This design comes from an exercise in tuning for small area, a short achievable clock period and few clock cycles per item on the open sky130 flow, not from production work. Function was checked by simulation only, so behaviour that the tests miss may differ from the original. No activity file was given, so power comes from the tool's default toggle rates.

==> trial 44: inputs <==
==> flow/design.v <==
package crfm_pkg;
  localparam int DATA_W      = 32;
  localparam int SR_W        = 16;
  localparam int REG_AW      = 4;
  localparam int REG_CNT     = 16;
  localparam int IN_TDATA_W  = 88;
  localparam int OUT_TDATA_W = 104;
  localparam logic [1:0] KIND_READ  = 2'd0;
  localparam logic [1:0] KIND_WRITE = 2'd1;
  localparam logic [1:0] KIND_MOVE  = 2'd2;
  localparam logic [1:0] MODE_IND = 2'd2;
  localparam logic [1:0] SIZE_BYTE = 2'd0;
  localparam logic [1:0] SIZE_WORD = 2'd1;
  localparam logic [1:0] SIZE_LONG = 2'd2;
  localparam logic [1:0] ERR_NONE       = 2'd0;
  localparam logic [1:0] ERR_MEM2MEM    = 2'd1;
  localparam logic [1:0] ERR_BYTE_MOVEA = 2'd2;
  localparam logic [4:0] SEL_PC    = 5'd0;
  localparam logic [4:0] SEL_SR    = 5'd1;
  localparam logic [4:0] SEL_USP   = 5'd2;
  localparam logic [4:0] SEL_SSP   = 5'd3;
  localparam logic [4:0] SEL_DATA0 = 5'd4;
  localparam logic [4:0] SEL_LAST  = 5'd19;
  localparam logic [SR_W-1:0] SR_RESET     = 16'h2000;
  localparam logic [SR_W-1:0] SR_FLAG_MASK = 16'h000f;
  localparam int              FLAG_N_BIT   = 3;
  localparam int              FLAG_Z_BIT   = 2;
  localparam logic [DATA_W-1:0] MASK_BYTE = 32'h0000_00ff;
  localparam logic [DATA_W-1:0] MASK_WORD = 32'h0000_ffff;
  localparam logic [DATA_W-1:0] MASK_LONG = 32'hffff_ffff;
  localparam logic [DATA_W-1:0] SIGN_BYTE = 32'h0000_0080;
  localparam logic [DATA_W-1:0] SIGN_WORD = 32'h0000_8000;
  localparam logic [DATA_W-1:0] SIGN_LONG = 32'h8000_0000;
  localparam logic [DATA_W-1:0] WORD_EXT  = 32'hffff_0000;
  typedef struct packed {
    logic [1:0]        kind;
    logic [4:0]        reg_select;
    logic [DATA_W-1:0] write_value;
    logic [3:0]        dest_reg;
    logic [1:0]        dest_mode;
    logic [3:0]        source_reg;
    logic [1:0]        source_mode;
    logic [1:0]        op_size;
    logic [DATA_W-1:0] mem_read_data;
  } item_t;
  typedef struct packed {
    logic [DATA_W-1:0] read_value;
    logic [DATA_W-1:0] mem_addr;
    logic              mem_read_used;
    logic              mem_write_valid;
    logic [DATA_W-1:0] mem_write_data;
    logic [1:0]        mem_write_size;
    logic [1:0]        error_code;
  } result_t;
  typedef struct packed {
    logic              ram_we;
    logic [REG_AW-1:0] ram_waddr;
    logic [DATA_W-1:0] ram_wdata;
    logic              pc_we;
    logic              usp_we;
    logic              sr_we;
    logic [SR_W-1:0]   sr_val;
  } wb_t;
  function automatic logic [REG_AW-1:0] sel_to_idx(input logic [4:0] sel);
    logic [4:0] diff;
    diff = sel - SEL_DATA0;
    sel_to_idx = diff[REG_AW-1:0];
  endfunction
endpackage
module cpu_register_file_move (
  input  logic                                clk,
  input  logic                                rst_n,
  input  logic                                in_tvalid,
  output logic                                in_tready,
  input  logic [1:0]                          in_tuser,
  input  logic [crfm_pkg::IN_TDATA_W-1:0]     in_tdata,
  output logic                                out_tvalid,
  input  logic                                out_tready,
  output logic [crfm_pkg::OUT_TDATA_W-1:0]    out_tdata
);
  logic [1:0]  kind;
  logic [4:0]  sel;
  logic [31:0] wval;
  logic [3:0]  dreg;
  logic [3:0]  sreg;
  logic        sind, dind;
  logic [1:0]  osz;
  logic [31:0] mdata;
  assign kind  = in_tuser;
  assign sel   = in_tdata[4:0];
  assign wval  = in_tdata[36:5];
  assign dreg  = in_tdata[40:37];
  assign dind  = (in_tdata[42:41] == crfm_pkg::MODE_IND);
  assign sreg  = in_tdata[46:43];
  assign sind  = (in_tdata[48:47] == crfm_pkg::MODE_IND);
  assign osz   = in_tdata[50:49];
  assign mdata = in_tdata[82:51];
  logic        k_read, k_write, k_move;
  logic        sel_file, sel_pc, sel_sr, sel_usp;
  logic [3:0]  sel_idx;
  logic        m_err1, m_err2, m_ok, m_movea;
  logic        szb, szw;
  logic [3:0]  n_aaddr;      
  logic [3:0]  n_baddr;      
  logic [3:0]  n_waddr;      
  logic        n_fwe;        
  logic        n_fl1;        
  logic        n_fl2;        
  logic        n_sext;       
  logic        n_usemem;     
  logic [31:0] n_data;       
  logic        n_pcw, n_uspw, n_srw, n_flagw;
  logic        n_rpc, n_rsr, n_rusp, n_rfile;
  logic        n_szb, n_szw;
  logic        n_maen;       
  logic [2:0]  n_xl;         
  logic        n_read;
  logic        n_mwen;
  logic        n_rused;
  logic [1:0]  n_err;
  logic [1:0]  n_wsize;
  always_comb begin
    k_read   = (kind == crfm_pkg::KIND_READ);
    k_write  = (kind == crfm_pkg::KIND_WRITE);
    k_move   = (kind == crfm_pkg::KIND_MOVE);
    sel_pc   = (sel == crfm_pkg::SEL_PC);
    sel_sr   = (sel == crfm_pkg::SEL_SR);
    sel_usp  = (sel == crfm_pkg::SEL_USP);
    sel_file = (sel >= crfm_pkg::SEL_SSP) && (sel <= crfm_pkg::SEL_LAST);
    sel_idx  = crfm_pkg::sel_to_idx(sel);
    szb      = (osz == crfm_pkg::SIZE_BYTE);
    szw      = (osz == crfm_pkg::SIZE_WORD);
    m_movea  = !dind && dreg[3];
    m_err1   = sind && dind;
    m_err2   = !m_err1 && m_movea && szb;
    m_ok     = k_move && !m_err1 && !m_err2;
    n_aaddr  = k_move ? sreg : sel_idx;
    n_baddr  = sind ? sreg : dreg;
    n_waddr  = k_move ? dreg : sel_idx;
    n_fwe    = (k_write && sel_file) || (m_ok && !dind);
    n_fl1    = k_write || m_movea || !szb;
    n_fl2    = k_write || m_movea || !(szb || szw);
    n_sext   = k_move && m_movea && szw;
    n_usemem = k_write || sind;
    n_data   = k_write ? wval : mdata;
    n_pcw    = k_write && sel_pc;
    n_uspw   = k_write && sel_usp;
    n_srw    = k_write && sel_sr;
    n_flagw  = m_ok && !m_movea;
    n_rpc    = k_read && sel_pc;
    n_rsr    = k_read && sel_sr;
    n_rusp   = k_read && sel_usp;
    n_rfile  = k_read && sel_file;
    n_szb    = szb;
    n_szw    = szw;
    n_maen   = m_ok && (sind || dind);
    n_mwen   = m_ok && dind;
    n_xl     = {k_write || !(szb || szw), k_write || !szb, 1'b1};
    n_read   = k_read;
    n_rused  = m_ok && sind;
    n_err    = !k_move ? crfm_pkg::ERR_NONE :
               m_err1  ? crfm_pkg::ERR_MEM2MEM :
               m_err2  ? crfm_pkg::ERR_BYTE_MOVEA : crfm_pkg::ERR_NONE;
    n_wsize  = n_mwen ? (szb ? crfm_pkg::SIZE_BYTE : szw ? crfm_pkg::SIZE_WORD
                                                         : crfm_pkg::SIZE_LONG) : 2'd0;
  end
  logic d_v, e_v, d_move, accept, rst_r;
  assign d_move    = d_v && (!e_v || out_tready);
  assign in_tready = !d_v || !e_v || out_tready;
  assign accept    = in_tvalid && in_tready;
  always_ff @(posedge clk) begin
    rst_r <= !rst_n;
    if (!rst_n) begin
      d_v <= 1'b0;
      e_v <= 1'b0;
    end else begin
      d_v <= accept || (d_v && !d_move);
      e_v <= d_move || (e_v && !out_tready);
    end
  end
  logic [15:0] d_asel, d_bsel;    
  logic        d_hita, d_hitb;    
  logic [3:0]  d_waddr;
  logic        d_fwe, d_fl1, d_fl2, d_sext, d_usemem;
  logic [31:0] d_data;
  logic        d_pcw, d_uspw, d_srw, d_flagw;
  logic        d_rpc, d_rsr, d_rusp, d_rfile;
  logic        d_szb, d_szw, d_maen, d_mwen, d_rused;
  logic [2:0]  d_xl;
  logic        d_read;
  logic [1:0]  d_err, d_wsize;
  always_ff @(posedge clk) begin
    if (accept) begin
      d_asel   <= 16'd1 << n_aaddr;
      d_hita   <= d_fwe && (d_waddr == n_aaddr);
      d_hitb   <= d_fwe && (d_waddr == n_baddr);
      d_bsel   <= 16'd1 << n_baddr;
      d_waddr  <= n_waddr;
      d_fwe    <= n_fwe;
      d_fl1    <= n_fl1;
      d_fl2    <= n_fl2;
      d_sext   <= n_sext;
      d_usemem <= n_usemem;
      d_data   <= n_data;
      d_pcw    <= n_pcw;
      d_uspw   <= n_uspw;
      d_srw    <= n_srw;
      d_flagw  <= n_flagw;
      d_rpc    <= n_rpc;
      d_rsr    <= n_rsr;
      d_rusp   <= n_rusp;
      d_rfile  <= n_rfile;
      d_szb    <= n_szb;
      d_szw    <= n_szw;
      d_maen   <= n_maen;
      d_mwen   <= n_mwen;
      d_xl     <= n_xl;
      d_read   <= n_read;
      d_rused  <= n_rused;
      d_err    <= n_err;
      d_wsize  <= n_wsize;
    end
  end
  logic [31:0] regs [16];
  logic [31:0] pc_r, usp_r;
  logic [15:0] sr_r;
  logic [3:0]  e_waddr;
  logic        e_fwe, e_fl1, e_fl2, e_sext;
  logic        e_pcw, e_uspw, e_srw, e_flagw;
  logic        e_szb, e_szw, e_mwen, e_rused;
  logic [1:0]  e_err, e_wsize;
  logic        e_read;
  logic [31:0] e_src;        
  logic [31:0] e_ma;         
  logic [31:0] wbus, wd;
  logic [15:0] sr_flags;
  logic        flag_n, flag_z;
  always_comb begin
    wbus[15:0]  = e_src[15:0];
    wbus[31:16] = e_sext ? {16{e_src[15]}} : e_src[31:16];
    wd          = rst_r ? '0 : wbus;
    flag_n      = e_szb ? e_src[7] : e_szw ? e_src[15] : e_src[31];
    flag_z      = (e_src == 32'd0);
    sr_flags    = {sr_r[15:4], flag_n, flag_z, 2'b00};
  end
  logic [31:0] rda, rdb, opa, opb;
  logic        hita, hitb;
  logic        fa0, fa1, fa2, fb0, fb1, fb2;
  logic [31:0] pc_f, usp_f;
  logic [15:0] sr_f;
  always_comb begin
    rda  = '0;
    rdb  = '0;
    for (int i = 0; i < 16; i++) begin
      rda = rda | ({32{d_asel[i]}} & regs[i]);
      rdb = rdb | ({32{d_bsel[i]}} & regs[i]);
    end
    hita = e_v && d_hita;
    hitb = e_v && d_hitb;
    fa0  = hita;
    fa1  = hita && e_fl1;
    fa2  = hita && e_fl2;
    fb0  = hitb;
    fb1  = hitb && e_fl1;
    fb2  = hitb && e_fl2;
    opa  = {fa2 ? wbus[31:16] : rda[31:16], fa1 ? wbus[15:8] : rda[15:8], fa0 ? wbus[7:0] : rda[7:0]};
    opb  = {fb2 ? wbus[31:16] : rdb[31:16], fb1 ? wbus[15:8] : rdb[15:8], fb0 ? wbus[7:0] : rdb[7:0]};
    pc_f  = (e_v && e_pcw)  ? e_src : pc_r;
    usp_f = (e_v && e_uspw) ? e_src : usp_r;
    sr_f  = (e_v && e_srw)   ? e_src[15:0] :
            (e_v && e_flagw) ? sr_flags : sr_r;
  end
  always_ff @(posedge clk) begin
    if (d_move) begin
      e_waddr <= d_waddr;
      e_fwe   <= d_fwe;
      e_fl1   <= d_fl1;
      e_fl2   <= d_fl2;
      e_sext  <= d_sext;
      e_pcw   <= d_pcw;
      e_uspw  <= d_uspw;
      e_srw   <= d_srw;
      e_flagw <= d_flagw;
      e_szb   <= d_szb;
      e_szw   <= d_szw;
      e_mwen  <= d_mwen;
      e_rused <= d_rused;
      e_err   <= d_err;
      e_wsize <= d_wsize;
      e_read  <= d_read;
      e_src   <= d_read ? (({32{d_rpc}}   & pc_f) |
                           ({32{d_rsr}}   & {16'd0, sr_f}) |
                           ({32{d_rusp}}  & usp_f) |
                           ({32{d_rfile}} & opa))
                        : ({{16{d_xl[2]}}, {8{d_xl[1]}}, {8{d_xl[0]}}} &
                           (d_usemem ? d_data : opa));
      e_ma    <= {32{d_maen}} & opb;
    end
  end
  logic we0, we1, we2;
  assign we0 = e_v && e_fwe;
  assign we1 = we0 && e_fl1;
  assign we2 = we0 && e_fl2;
  always_ff @(posedge clk) begin
    for (int i = 0; i < 16; i++) begin
      if (rst_r || (we0 && e_waddr == 4'(i))) regs[i][7:0]   <= wd[7:0];
      if (rst_r || (we1 && e_waddr == 4'(i))) regs[i][15:8]  <= wd[15:8];
      if (rst_r || (we2 && e_waddr == 4'(i))) regs[i][31:16] <= wd[31:16];
    end
    if (rst_r || (e_v && e_pcw))              pc_r  <= rst_r ? '0 : pc_f;
    if (rst_r || (e_v && e_uspw))             usp_r <= rst_r ? '0 : usp_f;
    if (rst_r || (e_v && (e_srw || e_flagw))) sr_r  <= rst_r ? crfm_pkg::SR_RESET : sr_f;
  end
  assign out_tvalid = e_v;
  assign out_tdata  = {2'b00, e_err, e_wsize, {32{e_mwen}} & e_src, e_mwen, e_rused, e_ma,
                       {32{e_read}} & e_src};
endmodule
==> flow/flow/run.sh <==
#!/bin/bash
# Standard ORFS layout, with the port buffers made of plain buf_2 cells and
# cell resizing allowed to change footprints, so port buffers and other
# cells can be sized for speed. make's full output goes to its own log in
# this folder.
set -euo pipefail
bash standard.sh MATCH_CELL_FOOTPRINT=0 "BUFFER_PORTS_ARGS=-buffer_cell sky130_fd_sc_hd__buf_2" finish > make_finish.log 2>&1
==> flow/standard.sh <==
#!/bin/bash
# synth_recipe.tcl (not shown) runs the flow's synth.tcl, then flattens the netlist and writes it again
# the make line also repeats each setting of config.mk as NAME=value (left out here)
make -C /OpenROAD-flow-scripts/flow DESIGN_CONFIG=/design/flow/config.mk WORK_HOME=/design/flow/orfs CLKGATE_MAP_FILE= SYNTH_SCRIPT=/design/flow/synth_recipe.tcl "${@:-finish}"
==> flow/config.mk <==
export PLATFORM = sky130hd
export DESIGN_NAME = cpu_register_file_move
export DESIGN_NICKNAME = cpu_register_file_move
export VERILOG_FILES = /design/flow/design.v
export SDC_FILE = /design/flow/constraint.sdc
export NUM_CORES = 4
export LEC_CHECK = 0
export CAP_MARGIN = 20
export CORE_MARGIN = 2
export CORE_UTILIZATION = 40
export CTS_CLUSTER_DIAMETER = 80
export CTS_CLUSTER_SIZE = 30
export SETUP_SLACK_MARGIN = 2.4
export SLEW_MARGIN = 20
==> flow/constraint.sdc <==
create_clock -name core_clock -period 5.0 [get_ports {clk}]
set_input_delay 1.0000 -clock core_clock [delete_from_list [all_inputs] [get_ports {clk}]]
set_output_delay 1.0000 -clock core_clock [all_outputs]
set_load 0.01 [all_outputs]
==> trial 15: changes against trial 44 <==
--- a/flow/design.v
+++ b/flow/design.v
@@ -168,3 +168,3 @@
   assign d_move    = d_v && (!e_v || out_tready);
-  assign in_tready = !d_v || !e_v || out_tready;
+  assign in_tready = out_tready;
   assign accept    = in_tvalid && in_tready;
@@ -173,7 +173,7 @@
     if (!rst_n) begin
-      d_v <= 1'b0;
-      e_v <= 1'b0;
+      d_v  <= 1'b0;
+      e_v  <= 1'b0;
     end else begin
-      d_v <= accept || (d_v && !d_move);
-      e_v <= d_move || (e_v && !out_tready);
+      d_v  <= accept || (d_v && !d_move);
+      e_v  <= d_move || (e_v && !out_tready);
     end
@@ -227,3 +227,3 @@
   logic [3:0]  e_waddr;
-  logic        e_fwe, e_fl1, e_fl2, e_sext;
+  logic        e_fwe, e_fl1, e_fl2;
   logic        e_pcw, e_uspw, e_srw, e_flagw;
@@ -231,4 +231,5 @@
   logic [1:0]  e_err, e_wsize;
-  logic        e_read;
   logic [31:0] e_src;        
+  logic [31:0] e_rv;         
+  logic [31:0] e_mwd;        
   logic [31:0] e_ma;         
@@ -238,4 +239,3 @@
   always_comb begin
-    wbus[15:0]  = e_src[15:0];
-    wbus[31:16] = e_sext ? {16{e_src[15]}} : e_src[31:16];
+    wbus        = e_src;
     wd          = rst_r ? '0 : wbus;
@@ -245,3 +245,3 @@
   end
-  logic [31:0] rda, rdb, opa, opb;
+  logic [31:0] rda, rdb, opa, opb, msrc;
   logic        hita, hitb;
@@ -266,2 +266,3 @@
     opa  = {fa2 ? wbus[31:16] : rda[31:16], fa1 ? wbus[15:8] : rda[15:8], fa0 ? wbus[7:0] : rda[7:0]};
+    msrc = d_usemem ? d_data : opa;
     opb  = {fb2 ? wbus[31:16] : rdb[31:16], fb1 ? wbus[15:8] : rdb[15:8], fb0 ? wbus[7:0] : rdb[7:0]};
@@ -278,3 +279,2 @@
       e_fl2   <= d_fl2;
-      e_sext  <= d_sext;
       e_pcw   <= d_pcw;
@@ -289,9 +289,9 @@
       e_wsize <= d_wsize;
-      e_read  <= d_read;
-      e_src   <= d_read ? (({32{d_rpc}}   & pc_f) |
-                           ({32{d_rsr}}   & {16'd0, sr_f}) |
-                           ({32{d_rusp}}  & usp_f) |
-                           ({32{d_rfile}} & opa))
-                        : ({{16{d_xl[2]}}, {8{d_xl[1]}}, {8{d_xl[0]}}} &
-                           (d_usemem ? d_data : opa));
+      e_rv    <= ({32{d_rpc}}   & pc_f) |
+                 ({32{d_rsr}}   & {16'd0, sr_f}) |
+                 ({32{d_rusp}}  & usp_f) |
+                 ({32{d_rfile}} & opa);
+      e_src   <= ({{16{d_xl[2]}}, {8{d_xl[1]}}, {8{d_xl[0]}}} & msrc) |
+                 {{16{d_sext && msrc[15]}}, 16'd0};
+      e_mwd   <= {{16{d_mwen && d_xl[2]}}, {8{d_mwen && d_xl[1]}}, {8{d_mwen}}} & opa;
       e_ma    <= {32{d_maen}} & opb;
@@ -309,9 +309,9 @@
     end
-    if (rst_r || (e_v && e_pcw))              pc_r  <= rst_r ? '0 : pc_f;
-    if (rst_r || (e_v && e_uspw))             usp_r <= rst_r ? '0 : usp_f;
-    if (rst_r || (e_v && (e_srw || e_flagw))) sr_r  <= rst_r ? crfm_pkg::SR_RESET : sr_f;
+    if (rst_r || (e_v && e_pcw))              pc_r  <= wd;
+    if (rst_r || (e_v && e_uspw))             usp_r <= wd;
+    if (rst_r || (e_v && (e_srw || e_flagw))) sr_r  <= rst_r ? crfm_pkg::SR_RESET :
+                                                       e_srw ? e_src[15:0] : sr_flags;
   end
   assign out_tvalid = e_v;
-  assign out_tdata  = {2'b00, e_err, e_wsize, {32{e_mwen}} & e_src, e_mwen, e_rused, e_ma,
-                       {32{e_read}} & e_src};
+  assign out_tdata  = {2'b00, e_err, e_wsize, e_mwd, e_mwen, e_rused, e_ma, e_rv};
 endmodule
Settings changed: CORE_UTILIZATION 40 to 70, PLACE_DENSITY set to 0.8, SETUP_SLACK_MARGIN 2.4 to 2.85.
==> summary of the runs <==
- In trial 44 the via count is lower than in trial 15, by about 5.5%.
- In trial 44 the final cell count is higher than in trial 15, by 14%.
- Against trial 44, the power of trial 15 is higher by 2.6%.
- Between trial 44 and trial 15, the lower core utilization is in trial 44 (gap 36 points).
- In trial 15 the synthesized cell count is smaller than in trial 44, by 3.1%.
- In trial 44 the maximum frequency is larger than in trial 15, by about 4.4%.
- Against trial 44, the count of clock-buffer cells in the layout of trial 15 is higher by 3.
- Trial 44 finished with timing, DRC and antenna clean. Trial 15 completed without violations.
- Between trial 44 and trial 15, the lower sequential power is in trial 44 (gap 5.2%, measured against trial 15).
- Of trial 15 and trial 44, trial 15 has the higher synthesized area (gap 3.7%, measured against trial 44).
- Of trial 15 and trial 44, trial 44 has the higher combinational power (gap about 4%, measured against trial 44).
- Wire length: trial 44 is higher than trial 15 (0.21%).
==> figures <==
Wire length on met1: trial 15 38,780 um; trial 44 47,130 um
Number of library cell types mapped by synthesis: trial 15 66; trial 44 62
Worst r2r dst: trial 15 e_ma[14]$_DFFE_PP_; trial 44 e_src[7]$_DFFE_PP_
P_int: trial 15 10.22 mW; trial 44 9.794 mW
DR WL met2: trial 15 54,220 um; trial 44 56,370 um
Switching share of total power: trial 15 26.15%; trial 44 27.36%
Status: trial 15 finished clean; trial 44 finished clean
Top achievable clock speed: trial 15 359.0 MHz; trial 44 374.9 MHz
Maximum number of pins on one net before global-route repair: trial 15 128; trial 44 63
Maximum VDD drop: trial 15 0.0003425 V; trial 44 0.0003390 V
WL met3: trial 15 22,670 um; trial 44 16,860 um
Well tap count: trial 15 672; trial 44 1,144
Slew of the pin with the lowest slew margin: trial 15 1.171 ns; trial 44 1.228 ns
Area enclosed by the die boundary: trial 15 0.05310 mm^2; trial 44 0.08891 mm^2
Post-synthesis area per instance: trial 15 14.77 um^2; trial 44 13.79 um^2
Core Footprint: trial 15 0.05038 mm^2; trial 44 0.08541 mm^2
Horiz. Die Dim: trial 15 230.4 um; trial 44 298.2 um
Worst R2R Setup Slack: trial 15 2.21 ns; trial 44 2.33 ns
Syn Std Cell Area: trial 15 0.03589 mm^2; trial 44 0.03462 mm^2
Final cell count without fillers: trial 15 3,359; trial 44 3,823
Hold path startpoint: trial 15 d_srw$_DFFE_PP_; trial 44 d_szb$_DFFE_PP_
Power attributed to sequential cells: trial 15 8.41 mW; trial 44 7.97 mW
Global-route wire length before repair: trial 15 171,100 um; trial 44 178,200 um
Testbench counts of trial 44, summed over its fixed seeds: cycles 16,016, items 16,000.
Testbench counts of trial 15, summed over its fixed seeds: cycles 16,016, items 16,000.

==> separate check: timing with driven ports <==
Ports are ideal in the flow. The routed layouts listed here were re-timed in OpenROAD. Step 1, drivers: a clkbuf_16 drives clk and a buf_2 each remaining input, both assumed. Step 2 moves the port delays by t, midway between the first and last clock arrival at a register: inputs arrive t later, outputs are due t later. That takes back most of the time a late clock gives input paths. Three values: no drivers, after step 1, after step 2; two values: the first two.
run	shift t [ns]	setup WS [ns]	worst setup path at the end	latest minus earliest clock arrival (ns)	worst register clock-pin slew, ns
trial 44	0.671	2.332 / 2.332 / 2.161	input to register	0.026 / 0.026	0.12 / 0.12
trial 15	0.690	2.214 / 2.214 / 2.214	register to register	0.041 / 0.040	0.12 / 0.12
After both steps every run listed still meets setup and hold. The setup slack of trial 44, which loses most, moves by 0.000 ns with the drivers and by -0.171 ns with both steps.
